This is an optimization exercise on Yosys and OpenROAD, whose aim is small area, a short achievable clock period and few clock cycles per item, not a production implementation.
Function was checked by simulation only, so behaviour that the tests miss may differ from the original.
No activity file was given, so power comes from the tool's default toggle rates.

==> build 26 <==
// exec_stage
module exec_stage (
    input  logic             clk,
    input  logic             rst,            
    input  logic             req_valid,
    input  logic [4:0]       req_func,
    input  logic             req_opa_sel,
    input  logic             req_opb_sel,
    input  logic [1:0]       req_rs_fwd,
    input  logic [1:0]       req_rt_fwd,
    input  logic [32-1:0] req_rs,         
    input  logic [32-1:0] req_rt,
    input  logic [32-1:0] req_ext,        
    input  logic [32-1:0] fwd_alu_res,
    input  logic [32-1:0] fwd_mem_res,
    output logic             rsp_valid,
    output logic [32-1:0] rsp_result,
    output logic [32-1:0] store_data_o,
    output logic             md_busy_o
);
==> flow/config.mk <==
export PLATFORM = sky130hd
export DESIGN_NAME = exec_stage
export DESIGN_NICKNAME = exec_stage
export VERILOG_FILES = /design/flow/design.v
export SDC_FILE = /design/flow/constraint.sdc
export NUM_CORES = 4
export LEC_CHECK = 0
export ABC_AREA = 1
export CAP_MARGIN = 20
export CORE_MARGIN = 2
export CORE_UTILIZATION = 40
export SLEW_MARGIN = 20
==> flow/constraint.sdc <==
create_clock -name core_clock -period 6.5 [get_ports {clk}]
set_input_delay 1.3000 -clock core_clock [delete_from_list [all_inputs] [get_ports {clk}]]
set_output_delay 1.3000 -clock core_clock [all_outputs]
set_load 0.01 [all_outputs]
standard.sh (not shown) runs the stock make flow with config.mk's settings and CLKGATE_MAP_FILE= SYNTH_SCRIPT=/design/flow/synth_recipe.tcl, a recipe that flattens the netlist after the stock synthesis.
==> flow/flow/run.sh <==
#!/bin/bash
set -o pipefail
cp standard.sh standard_sh_copy.log
export BUFFER_PORTS_ARGS="-buffer_cell sky130_fd_sc_hd__buf_1"
bash standard.sh > standard.log 2>&1
==> inputs of build 37, as changes to build 26 <==
--- a/flow/design.v
+++ b/flow/design.v
@@ -281,45 +281,38 @@
     assign md_op     = (func_i == ALU_MULT) || (func_i == ALU_MULTU) ||
                        (func_i == ALU_DIV)  || (func_i == ALU_DIVU);
     assign op_mul    = (func_i == ALU_MULT) || (func_i == ALU_MULTU);
     assign op_signed = (func_i == ALU_MULT) || (func_i == ALU_DIV);
     assign a_neg     = (func_i == ALU_DIV) && opa_i[32-1];
     assign b_neg     = (func_i == ALU_DIV) && opb_i[32-1];
+    assign a_load    = a_neg ? -opa_i : opa_i;
     assign b_load    = op_mul ? opb_i : (b_neg ? opb_i : ~opb_i);
     logic               mul_last;
+    logic               mul_prev;
+    logic [8:0]         mul_bits;
     logic [3:0]         bth_neg;
     logic [34:0]        bth_pp [4];
     logic [39:0]        mul_op [6];
     logic [39:0]        csa_s1, csa_c1, csa_s2, csa_c2, csa_s3, csa_c3, csa_s4, csa_c4;
     logic [39:0]        mul_sum;
     assign mul_last = (cnt[1:0] == 2'd3);
-    logic [3:0]         bd_one;
-    logic [3:0]         bd_two;
-    logic [3:0]         bd_neg;
-    logic [8:0]         bd_next;
-    logic [3:0]         bd_one_d;
-    logic [3:0]         bd_two_d;
-    logic [3:0]         bd_neg_d;
-    assign bd_next = busy ? {lo[15:8], lo[7]} : {opa_i[7:0], 1'b0};
+    assign mul_bits = {lo[7:0], mul_prev};
     always_comb
     begin
         for (int i = 0; i < 4; i++)
         begin
-            bd_one_d[i] = bd_next[2*i] ^ bd_next[2*i+1];
-            bd_two_d[i] = (bd_next[2*i+2] && !bd_next[2*i+1] && !bd_next[2*i]) ||
-                          (!bd_next[2*i+2] && bd_next[2*i+1] && bd_next[2*i]);
-            bd_neg_d[i] = bd_next[2*i+2] && !(bd_next[2*i+1] && bd_next[2*i]);
-        end
-    end
-    always_comb
-    begin
-        for (int i = 0; i < 4; i++)
-        begin
-            bth_neg[i] = bd_neg[i];
-            bth_pp[i]  = (({35{bd_one[i]}} & {md_d[32], md_d[32], md_d}) |
-                          ({35{bd_two[i]}} & {md_d[32], md_d, 1'b0})) ^ {35{bd_neg[i]}};
+            logic [2:0]  g;
+            logic [34:0] mag;
+            g = mul_bits[2*i +: 3];
+            case (g)
+                3'b001, 3'b010, 3'b101, 3'b110: mag = {md_d[32], md_d[32], md_d};
+                3'b011, 3'b100:                 mag = {md_d[32], md_d, 1'b0};
+                default:                        mag = '0;
+            endcase
+            bth_neg[i] = g[2] && !(g[1] && g[0]);
+            bth_pp[i]  = bth_neg[i] ? ~mag : mag;
         end
     end
     assign mul_op[0] = {{8{hi[32-1]}}, hi};
     assign mul_op[1] = {{5{bth_pp[0][34]}}, bth_pp[0]};
     assign mul_op[2] = {{3{bth_pp[1][34]}}, bth_pp[1], 1'b0, bth_neg[0]};
     assign mul_op[3] = {bth_pp[2][34], bth_pp[2], 1'b0, bth_neg[1], 2'b0};
@@ -376,21 +369,18 @@
     always_ff @(posedge clk)
     begin
         if (!busy && start_i && md_op)
         begin
             md_d   <= {op_mul ? (op_signed && opb_i[32-1]) : 1'b1, b_load};
             div_cin <= !b_neg;
+            mul_prev <= 1'b0;
             is_mul <= op_mul;
             sgn    <= op_signed;
         end
-    end
-    always_ff @(posedge clk)
-    begin
-        bd_one <= bd_one_d;
-        bd_two <= bd_two_d;
-        bd_neg <= bd_neg_d;
+        else if (busy)
+            mul_prev <= lo[7];
     end
     always_ff @(posedge clk)
     begin
         if (!rst)
         begin
             busy   <= 1'b0;
@@ -456,24 +446,19 @@
             begin
                 lo     <= opa_i;
                 neg_lo <= 1'b0;
             end
         end
     end
-    logic               rd_op;
     logic               rd_hi;
-    logic [32-1:0]   ng_src;
-    logic               ng_en;
-    logic [32-1:0]   ng_res;
-    assign rd_op  = (func_i == ALU_MFHI) || (func_i == ALU_MFLO);
+    logic [32-1:0]   rd_raw;
+    logic               rd_neg;
     assign rd_hi  = (func_i == ALU_MFHI);
-    assign ng_src = !rd_op ? opa_i  : (rd_hi ? hi : lo);
-    assign ng_en  = !rd_op ? a_neg  : (rd_hi ? neg_hi : neg_lo);
-    assign ng_res = ng_en ? -ng_src : ng_src;
-    assign a_load = ng_res;
-    assign hilo_o = ng_res;
+    assign rd_raw = rd_hi ? hi : lo;
+    assign rd_neg = rd_hi ? neg_hi : neg_lo;
+    assign hilo_o = rd_neg ? -rd_raw : rd_raw;
     assign busy_o = busy;
 endmodule
 `timescale 1ns/1ps
 module exec_stage (
     input  logic             clk,
     input  logic             rst,            
==> flow/flow/run.sh (replaced) <==
#!/bin/bash
set -o pipefail
cp standard.sh standard_sh_copy.log
export BUFFER_PORTS_ARGS="-buffer_cell sky130_fd_sc_hd__buf_2"
bash standard.sh > standard.log 2>&1
ABC_AREA = default   (was 1)
==> inputs of trial 58, as changes to build 26 <==
--- a/flow/design.v
+++ b/flow/design.v
@@ -281,45 +281,38 @@
     assign md_op     = (func_i == ALU_MULT) || (func_i == ALU_MULTU) ||
                        (func_i == ALU_DIV)  || (func_i == ALU_DIVU);
     assign op_mul    = (func_i == ALU_MULT) || (func_i == ALU_MULTU);
     assign op_signed = (func_i == ALU_MULT) || (func_i == ALU_DIV);
     assign a_neg     = (func_i == ALU_DIV) && opa_i[32-1];
     assign b_neg     = (func_i == ALU_DIV) && opb_i[32-1];
+    assign a_load    = a_neg ? -opa_i : opa_i;
     assign b_load    = op_mul ? opb_i : (b_neg ? opb_i : ~opb_i);
     logic               mul_last;
+    logic               mul_prev;
+    logic [8:0]         mul_bits;
     logic [3:0]         bth_neg;
     logic [34:0]        bth_pp [4];
     logic [39:0]        mul_op [6];
     logic [39:0]        csa_s1, csa_c1, csa_s2, csa_c2, csa_s3, csa_c3, csa_s4, csa_c4;
     logic [39:0]        mul_sum;
     assign mul_last = (cnt[1:0] == 2'd3);
-    logic [3:0]         bd_one;
-    logic [3:0]         bd_two;
-    logic [3:0]         bd_neg;
-    logic [8:0]         bd_next;
-    logic [3:0]         bd_one_d;
-    logic [3:0]         bd_two_d;
-    logic [3:0]         bd_neg_d;
-    assign bd_next = busy ? {lo[15:8], lo[7]} : {opa_i[7:0], 1'b0};
+    assign mul_bits = {lo[7:0], mul_prev};
     always_comb
     begin
         for (int i = 0; i < 4; i++)
         begin
-            bd_one_d[i] = bd_next[2*i] ^ bd_next[2*i+1];
-            bd_two_d[i] = (bd_next[2*i+2] && !bd_next[2*i+1] && !bd_next[2*i]) ||
-                          (!bd_next[2*i+2] && bd_next[2*i+1] && bd_next[2*i]);
-            bd_neg_d[i] = bd_next[2*i+2] && !(bd_next[2*i+1] && bd_next[2*i]);
-        end
-    end
-    always_comb
-    begin
-        for (int i = 0; i < 4; i++)
-        begin
-            bth_neg[i] = bd_neg[i];
-            bth_pp[i]  = (({35{bd_one[i]}} & {md_d[32], md_d[32], md_d}) |
-                          ({35{bd_two[i]}} & {md_d[32], md_d, 1'b0})) ^ {35{bd_neg[i]}};
+            logic [2:0]  g;
+            logic [34:0] mag;
+            g = mul_bits[2*i +: 3];
+            case (g)
+                3'b001, 3'b010, 3'b101, 3'b110: mag = {md_d[32], md_d[32], md_d};
+                3'b011, 3'b100:                 mag = {md_d[32], md_d, 1'b0};
+                default:                        mag = '0;
+            endcase
+            bth_neg[i] = g[2] && !(g[1] && g[0]);
+            bth_pp[i]  = bth_neg[i] ? ~mag : mag;
         end
     end
     assign mul_op[0] = {{8{hi[32-1]}}, hi};
     assign mul_op[1] = {{5{bth_pp[0][34]}}, bth_pp[0]};
     assign mul_op[2] = {{3{bth_pp[1][34]}}, bth_pp[1], 1'b0, bth_neg[0]};
     assign mul_op[3] = {bth_pp[2][34], bth_pp[2], 1'b0, bth_neg[1], 2'b0};
@@ -376,21 +369,18 @@
     always_ff @(posedge clk)
     begin
         if (!busy && start_i && md_op)
         begin
             md_d   <= {op_mul ? (op_signed && opb_i[32-1]) : 1'b1, b_load};
             div_cin <= !b_neg;
+            mul_prev <= 1'b0;
             is_mul <= op_mul;
             sgn    <= op_signed;
         end
-    end
-    always_ff @(posedge clk)
-    begin
-        bd_one <= bd_one_d;
-        bd_two <= bd_two_d;
-        bd_neg <= bd_neg_d;
+        else if (busy)
+            mul_prev <= lo[7];
     end
     always_ff @(posedge clk)
     begin
         if (!rst)
         begin
             busy   <= 1'b0;
@@ -456,24 +446,19 @@
             begin
                 lo     <= opa_i;
                 neg_lo <= 1'b0;
             end
         end
     end
-    logic               rd_op;
     logic               rd_hi;
-    logic [32-1:0]   ng_src;
-    logic               ng_en;
-    logic [32-1:0]   ng_res;
-    assign rd_op  = (func_i == ALU_MFHI) || (func_i == ALU_MFLO);
+    logic [32-1:0]   rd_raw;
+    logic               rd_neg;
     assign rd_hi  = (func_i == ALU_MFHI);
-    assign ng_src = !rd_op ? opa_i  : (rd_hi ? hi : lo);
-    assign ng_en  = !rd_op ? a_neg  : (rd_hi ? neg_hi : neg_lo);
-    assign ng_res = ng_en ? -ng_src : ng_src;
-    assign a_load = ng_res;
-    assign hilo_o = ng_res;
+    assign rd_raw = rd_hi ? hi : lo;
+    assign rd_neg = rd_hi ? neg_hi : neg_lo;
+    assign hilo_o = rd_neg ? -rd_raw : rd_raw;
     assign busy_o = busy;
 endmodule
 `timescale 1ns/1ps
 module exec_stage (
     input  logic             clk,
     input  logic             rst,            
==> flow/flow/run.sh (replaced) <==
#!/bin/bash
set -o pipefail
cp standard.sh standard_sh_copy.log
export BUFFER_PORTS_ARGS="-buffer_cell sky130_fd_sc_hd__buf_2"
bash standard.sh > standard.log 2>&1
==> inputs of build 94, as changes to build 26 <==
--- a/flow/design.v
+++ b/flow/design.v
@@ -281,45 +281,38 @@
     assign md_op     = (func_i == ALU_MULT) || (func_i == ALU_MULTU) ||
                        (func_i == ALU_DIV)  || (func_i == ALU_DIVU);
     assign op_mul    = (func_i == ALU_MULT) || (func_i == ALU_MULTU);
     assign op_signed = (func_i == ALU_MULT) || (func_i == ALU_DIV);
     assign a_neg     = (func_i == ALU_DIV) && opa_i[32-1];
     assign b_neg     = (func_i == ALU_DIV) && opb_i[32-1];
+    assign a_load    = a_neg ? -opa_i : opa_i;
     assign b_load    = op_mul ? opb_i : (b_neg ? opb_i : ~opb_i);
     logic               mul_last;
+    logic               mul_prev;
+    logic [8:0]         mul_bits;
     logic [3:0]         bth_neg;
     logic [34:0]        bth_pp [4];
     logic [39:0]        mul_op [6];
     logic [39:0]        csa_s1, csa_c1, csa_s2, csa_c2, csa_s3, csa_c3, csa_s4, csa_c4;
     logic [39:0]        mul_sum;
     assign mul_last = (cnt[1:0] == 2'd3);
-    logic [3:0]         bd_one;
-    logic [3:0]         bd_two;
-    logic [3:0]         bd_neg;
-    logic [8:0]         bd_next;
-    logic [3:0]         bd_one_d;
-    logic [3:0]         bd_two_d;
-    logic [3:0]         bd_neg_d;
-    assign bd_next = busy ? {lo[15:8], lo[7]} : {opa_i[7:0], 1'b0};
+    assign mul_bits = {lo[7:0], mul_prev};
     always_comb
     begin
         for (int i = 0; i < 4; i++)
         begin
-            bd_one_d[i] = bd_next[2*i] ^ bd_next[2*i+1];
-            bd_two_d[i] = (bd_next[2*i+2] && !bd_next[2*i+1] && !bd_next[2*i]) ||
-                          (!bd_next[2*i+2] && bd_next[2*i+1] && bd_next[2*i]);
-            bd_neg_d[i] = bd_next[2*i+2] && !(bd_next[2*i+1] && bd_next[2*i]);
-        end
-    end
-    always_comb
-    begin
-        for (int i = 0; i < 4; i++)
-        begin
-            bth_neg[i] = bd_neg[i];
-            bth_pp[i]  = (({35{bd_one[i]}} & {md_d[32], md_d[32], md_d}) |
-                          ({35{bd_two[i]}} & {md_d[32], md_d, 1'b0})) ^ {35{bd_neg[i]}};
+            logic [2:0]  g;
+            logic [34:0] mag;
+            g = mul_bits[2*i +: 3];
+            case (g)
+                3'b001, 3'b010, 3'b101, 3'b110: mag = {md_d[32], md_d[32], md_d};
+                3'b011, 3'b100:                 mag = {md_d[32], md_d, 1'b0};
+                default:                        mag = '0;
+            endcase
+            bth_neg[i] = g[2] && !(g[1] && g[0]);
+            bth_pp[i]  = bth_neg[i] ? ~mag : mag;
         end
     end
     assign mul_op[0] = {{8{hi[32-1]}}, hi};
     assign mul_op[1] = {{5{bth_pp[0][34]}}, bth_pp[0]};
     assign mul_op[2] = {{3{bth_pp[1][34]}}, bth_pp[1], 1'b0, bth_neg[0]};
     assign mul_op[3] = {bth_pp[2][34], bth_pp[2], 1'b0, bth_neg[1], 2'b0};
@@ -376,21 +369,18 @@
     always_ff @(posedge clk)
     begin
         if (!busy && start_i && md_op)
         begin
             md_d   <= {op_mul ? (op_signed && opb_i[32-1]) : 1'b1, b_load};
             div_cin <= !b_neg;
+            mul_prev <= 1'b0;
             is_mul <= op_mul;
             sgn    <= op_signed;
         end
-    end
-    always_ff @(posedge clk)
-    begin
-        bd_one <= bd_one_d;
-        bd_two <= bd_two_d;
-        bd_neg <= bd_neg_d;
+        else if (busy)
+            mul_prev <= lo[7];
     end
     always_ff @(posedge clk)
     begin
         if (!rst)
         begin
             busy   <= 1'b0;
@@ -456,24 +446,19 @@
             begin
                 lo     <= opa_i;
                 neg_lo <= 1'b0;
             end
         end
     end
-    logic               rd_op;
     logic               rd_hi;
-    logic [32-1:0]   ng_src;
-    logic               ng_en;
-    logic [32-1:0]   ng_res;
-    assign rd_op  = (func_i == ALU_MFHI) || (func_i == ALU_MFLO);
+    logic [32-1:0]   rd_raw;
+    logic               rd_neg;
     assign rd_hi  = (func_i == ALU_MFHI);
-    assign ng_src = !rd_op ? opa_i  : (rd_hi ? hi : lo);
-    assign ng_en  = !rd_op ? a_neg  : (rd_hi ? neg_hi : neg_lo);
-    assign ng_res = ng_en ? -ng_src : ng_src;
-    assign a_load = ng_res;
-    assign hilo_o = ng_res;
+    assign rd_raw = rd_hi ? hi : lo;
+    assign rd_neg = rd_hi ? neg_hi : neg_lo;
+    assign hilo_o = rd_neg ? -rd_raw : rd_raw;
     assign busy_o = busy;
 endmodule
 `timescale 1ns/1ps
 module exec_stage (
     input  logic             clk,
     input  logic             rst,            
==> flow/run.sh (new file) <==
#!/bin/bash
# synth_recipe.tcl (not shown) runs the flow's synth.tcl, then flattens the netlist and writes it again
# the make line also repeats each setting of config.mk as NAME=value (left out here)
make -C /OpenROAD-flow-scripts/flow DESIGN_CONFIG=/design/flow/config.mk WORK_HOME=/design/flow/orfs CLKGATE_MAP_FILE= SYNTH_SCRIPT=/design/flow/synth_recipe.tcl finish
ABC_AREA = default   (was 1)
removed: flow/flow/run.sh
removed: flow/standard.sh
==> summary of the runs <==
Build 26 completed with no timing, DRC or antenna violations. Build 94 completed with no timing, DRC or antenna violations. Build 37 produced a clean layout. Trial 58 passed the timing, design-rule and antenna checks. Die area is the same in build 94 and build 37. Between build 94 and build 37, the lower total power is in build 37 (gap 3.2%, measured against build 37). Sequential cell count is the same in build 37 and trial 58. Of trial 58 and build 26, trial 58 has the higher clock skew (gap 0.0085 ns). Of trial 58 and build 37, trial 58 has the higher critical path depth (gap 5). Utilization: build 26 < trial 58 < build 37 < build 94. Against build 37, the maximum frequency of build 26 is larger by 6.4%. In build 94 the combinational power is smaller than in trial 58, by 11%. First-iteration DRC count: build 37 > build 26 > build 94 > trial 58. The lowest sequential share of layout area belongs to build 94, the highest to build 26.
Testbench counts of build 26, summed over its fixed seeds: cycles 44,261, items 24,016.
Testbench counts of build 37, summed over its fixed seeds: cycles 44,261, items 24,016.
Testbench counts of trial 58, summed over its fixed seeds: cycles 44,261, items 24,016.
Testbench counts of build 94, summed over its fixed seeds: cycles 44,261, items 24,016.

re-timing with driven ports:
The results above use ideal ports. As a check the final layouts listed here were re-extracted and re-timed, cells and wires unchanged. Step 1 assumes that a clkbuf_16 drives the clock port and a buf_2 every other input. Step 2 moves the port delays by t, midway between the first and last clock arrival at a register: inputs arrive t later, outputs are due t later. That takes back most of the time a late clock gives input paths. Slacks: no drivers / after step 1 / after step 2; pairs: no drivers / after step 1.
run	t, ns	slack for setup (ns)	worst setup path at the end	latest minus earliest clock arrival (ns)
build 26	0.562	0.699 / 0.699 / 0.699	register to register	0.015 / 0.014
build 37	0.562	0.325 / 0.325 / 0.111	input to register	0.021 / 0.021
trial 58	0.521	0.533 / 0.533 / 0.416	input to register	0.024 / 0.024
build 94	0.573	0.135 / 0.135 / 0.090	input to register	0.021 / 0.021
After both steps setup and hold are still met in every run listed. The setup slack of build 37, which loses most, moves by 0.000 ns with the drivers and by -0.214 ns with both steps.
